This design comes from an exercise in tuning for small area, a short achievable clock period and few clock cycles per item on the open sky130 flow, not from production work.
Only simulation tests tie the RTL to the original design; equivalence was not proved.
Power is estimated from default activity; no workload was simulated.

==> build 89 <==
## linear_probe_id_table
module linear_probe_id_table
#(
  parameter int unsigned TABLE_DEPTH = lpit_pkg::DEF_TABLE_DEPTH
) (
  input  logic              clk,
  input  logic              rst_n,
  input  logic              in_valid,
  output logic              in_stall,
  input  logic [1:0]        in_req_type,
  input  logic [lpit_pkg::ID_W-1:0]   in_identifier,
  output logic              out_valid,
  input  logic              out_stall,
  output logic              out_status,
  output logic [lpit_pkg::SLOT_W-1:0] out_slot,
  output logic [lpit_pkg::ID_W-1:0]   out_uuid,
  output logic              out_was_present,
  input  logic              psel,
  input  logic              penable,
  input  logic              pwrite,
  input  logic [lpit_pkg::ADDR_W-1:0] paddr,
  input  logic [lpit_pkg::DATA_W-1:0] pwdata,
  output logic [lpit_pkg::DATA_W-1:0] prdata,
  output logic              pready
);
make LEC_CHECK=0 CAP_MARGIN=20 CORE_MARGIN=2 CORE_UTILIZATION=50 CTS_BUF_LIST=sky130_fd_sc_hd__clkbuf_16 CTS_CLUSTER_DIAMETER=80 CTS_CLUSTER_SIZE=18 SETUP_SLACK_MARGIN=2.7 SLEW_MARGIN=20 finish   # period 6.0 ns
run.sh (not shown) runs the stock make flow with config.mk's settings and CLKGATE_MAP_FILE= SYNTH_SCRIPT=/design/flow/synth_recipe.tcl, a recipe that flattens the netlist after the stock synthesis.
==> trial 54 (differences from build 89) <==
--- a/flow/design.v
+++ b/flow/design.v
@@ -599,62 +599,68 @@
   assign len_wr = psel & penable & pwrite & (paddr[2] == lpit_pkg::REG_TABLE_LENGTH);
   always_comb begin
     n_wr = len_r;
     if (len_r == 7'd0) n_wr = 7'd1;
     if (len_r > 7'd64) n_wr = 7'd64;
   end
   always_ff @(posedge clk) begin
-    if (!rst_n) begin
-      len_r <= lpit_pkg::LEN_RESET;
-      m_r   <= 6'd63;
-    end else if (len_wr) begin
-      len_r <= pwdata[lpit_pkg::LEN_W-1:0];
-      m_r   <= (pwdata[6:0] == 7'd0 || pwdata[6] && pwdata[5:0] != 6'd0) ?
-               ((pwdata[6:0] == 7'd0) ? 6'd0 : 6'd63) : 6'(pwdata[5:0] - 6'd1);
-    end
+    if (!rst_n) len_r <= lpit_pkg::LEN_RESET;
+    else if (len_wr) len_r <= pwdata[lpit_pkg::LEN_W-1:0];
+  end
+  always_ff @(posedge clk) begin
+    n_r <= n_wr;
+    m_r <= 6'(n_wr - 7'd1);
   end
-  always_ff @(posedge clk) n_r <= n_wr;
   logic hold;            
   logic adv;             
   logic accept;
   logic skid_v;
   logic [1:0]    skid_req;
   logic [IW-1:0] skid_id;
   logic [3:0]    rot;
   assign hold     = out_valid & out_stall;
   assign adv      = ~hold & (rot == 4'd0);
   assign in_stall = skid_v;
   assign accept   = in_valid & ~skid_v;
   always_ff @(posedge clk) begin
-    if (!rst_n) rot <= 4'd0;
-    else if (!adv) rot <= (rot == 4'(K - 1)) ? 4'd0 : rot + 4'd1;
+    if (!rst_n) rot <= 3'd0;
+    else if (!adv) rot <= (rot == 4'(K)) ? 4'd0 : rot + 4'd1;
   end
   logic          sv   [0:K];
   logic [1:0]    sreq [0:K];
   logic [IW-1:0] sid  [0:K];
-  assign sv[0]   = adv ? (skid_v | accept) : sv[K];
-  assign sreq[0] = adv ? (skid_v ? skid_req : in_req_type) : sreq[K];
-  assign sid[0]  = adv ? (skid_v ? skid_id : in_identifier) : sid[K];
   always_ff @(posedge clk) begin
     if (!rst_n) begin
       skid_v <= 1'b0;
-      for (int j = 1; j <= K; j++) sv[j] <= 1'b0;
+      for (int j = 0; j <= K; j++) sv[j] <= 1'b0;
     end else begin
-      if (adv) skid_v <= 1'b0;
-      else if (accept) skid_v <= 1'b1;
+      if (adv) begin
+        skid_v <= 1'b0;
+        sv[0]  <= skid_v | accept;
+      end else begin
+        if (accept) skid_v <= 1'b1;
+        sv[0] <= sv[K];
+      end
       for (int j = 1; j <= K; j++) sv[j] <= sv[j-1];
     end
   end
   always_ff @(posedge clk) begin
     if (!adv && accept) begin
       skid_req <= in_req_type;
       skid_id  <= in_identifier;
     end
   end
   always_ff @(posedge clk) begin
+    if (adv) begin
+      sreq[0] <= skid_v ? skid_req : in_req_type;
+      sid[0]  <= skid_v ? skid_id  : in_identifier;
+    end else begin
+      sreq[0] <= sreq[K];
+      sid[0]  <= sid[K];
+    end
     for (int j = 1; j <= K; j++) begin
       sreq[j] <= sreq[j-1];
       sid[j]  <= sid[j-1];
     end
   end
   logic [191:0] res;
   logic [5:0]   pp [0:31];
@@ -1395,22 +1401,14 @@
   logic [IW-1:0] k_key;
   assign home    = s8_rem;
   assign k_next  = (sreq[K] == lpit_pkg::REQ_NEXT_UUID);
   assign lo_diff = sub6(sid[K][5:0], home);
   assign id_hi   = sid[K][IW-1:6];
   assign hi_dec  = dec26(id_hi);
   assign k_key = k_next ? {lo_diff[6] ? hi_dec : id_hi, lo_diff[5:0]} : sid[K];
-  function automatic logic same_key(input logic [IW-1:0] x);
-    logic hi_id, hi_dec_eq, lo_id, lo_base;
-    hi_id     = (id_hi == x[IW-1:6]);
-    hi_dec_eq = (hi_dec == x[IW-1:6]);
-    lo_id     = (sid[K][5:0] == x[5:0]);
-    lo_base   = (lo_diff[5:0] == x[5:0]);
-    same_key  = k_next ? ((lo_diff[6] ? hi_dec_eq : hi_id) & lo_base) : (hi_id & lo_id);
-  endfunction
   logic          pv, p_alloc, p_release, p_next, p_free_ok;
   logic          p_same_t, p_same_r;    
   logic [IW-1:0] tkey, rkey;
   logic [IW-1:0] pkey;
   logic [5:0]    pstart;
   always_ff @(posedge clk) begin
     if (!rst_n) pv <= 1'b0;
@@ -1419,16 +1417,16 @@
   always_ff @(posedge clk) begin
     if (!hold) begin
       p_alloc   <= (sreq[K] == lpit_pkg::REQ_ALLOC);
       p_release <= (sreq[K] == lpit_pkg::REQ_RELEASE);
       p_next    <= k_next;
       p_free_ok <= (sreq[K] == lpit_pkg::REQ_ALLOC) | k_next;
       pkey      <= k_key;
-      p_same_t  <= same_key(pkey);
-      p_same_r  <= same_key(tkey);
+      p_same_t  <= (k_key == pkey);
+      p_same_r  <= (k_key == tkey);
       pstart    <= k_next ? 6'd0 : home;
     end
   end
   logic          tv, t_alloc, t_release, t_next;
   logic [D-1:0]  tm_hi, tm_lo;    
   logic [D-1:0]  in_ring, valid, eq_now, eq_c, m0, m_next, from_start;
   logic [D-1:0]  pick, t_w, r_wr, set_valid, clr_valid;
CTS_BUF_LIST = not set   (was sky130_fd_sc_hd__clkbuf_16)
CTS_CLUSTER_DIAMETER = not set   (was 80)
CTS_CLUSTER_SIZE = not set   (was 18)
SETUP_SLACK_MARGIN = 3.0   (was 2.7)
==> flow_summary.yaml <==
layout:
  sequential_cell_total: 2972
  largest_registers: "g_slot.u_cell.id_r (2048), sid (256), cs1 (88)"
  final_area_sq_um: 155000
  mostFrequentLayoutCells: "2,369 x edfxtp_1, 1,773 x xor2_1, 580 x dfxtp_1, 551 x buf_4, 494 x nor2_1"
  nMultiInputCombCells: 6743
timing:
  whs_ps: 261
pwr:
  total_power_uw: 69700
logic_synthesis:
  synthAdderAreaFrac_pct: 3.39
  ys_seq_area_share_pct: 61.7
  synth_cells: 10600
  synth_xor_area_share_pct: 14.6
global_route:
  antenna_found_initial: 50
worst_setup_path:
  worstPathMaxFanout: 11
drt:
  wl_mm: 561
outcome:
  status: "finished clean"
(the above is from build 89)
==> flow_summary.yaml <==
drt:
  wl_mm: 568
layout:
  largest_registers: "g_slot.u_cell.id_r (2048), sid (288), cs1 (88)"
  nMultiInputCombCells: 6639
  mostFrequentLayoutCells: "2,369 x edfxtp_1, 1,870 x xor2_1, 683 x buf_4, 608 x dfxtp_1, 505 x nor4_1"
logic_synthesis:
  synth_cells: 10500
  ys_seq_area_share_pct: 62.2
  synth_xor_area_share_pct: 14.3
  synthAdderAreaFrac_pct: 3.38
worst_setup_path:
  worstPathMaxFanout: 3
outcome:
  status: "finished clean"
pwr:
  total_power_uw: 80400
timing:
  whs_ps: 308
global_route:
  antenna_found_initial: 51
(the above is from trial 54)
Testbench counts of build 89, summed over its fixed seeds: cycles 7,392, items 7,200.
Testbench counts of trial 54, summed over its fixed seeds: cycles 7,408, items 7,200.

==> static timing again, ports no longer ideal <==
How much do the figures lean on ideal ports? The routed layouts below were timed once more, with nothing changed but the port constraints. Step 1 assumes that a clkbuf_16 drives the clock port and a buf_2 every other input. Step 2 times the ports against the registers' clock, not the clock port: input delays grow and output delays shrink by t, the midpoint of the rising clock arrivals with the driver on. Slacks: ideal / step 1 / step 2; pairs: ideal / step 1.
run	t, ns	setup slack, ns	hold WS [ns]	pins driven straight from the clock port
build 89	1.006	2.592 / 2.524 / 1.703	0.261 / 0.261 / 0.261	1
trial 54	1.006	2.484 / 2.484 / 1.831	0.308 / 0.308 / 0.308	1
After both steps every run listed still meets setup and hold. The setup slack of build 89, which loses most, moves by -0.068 ns with the drivers and by -0.889 ns with both steps.
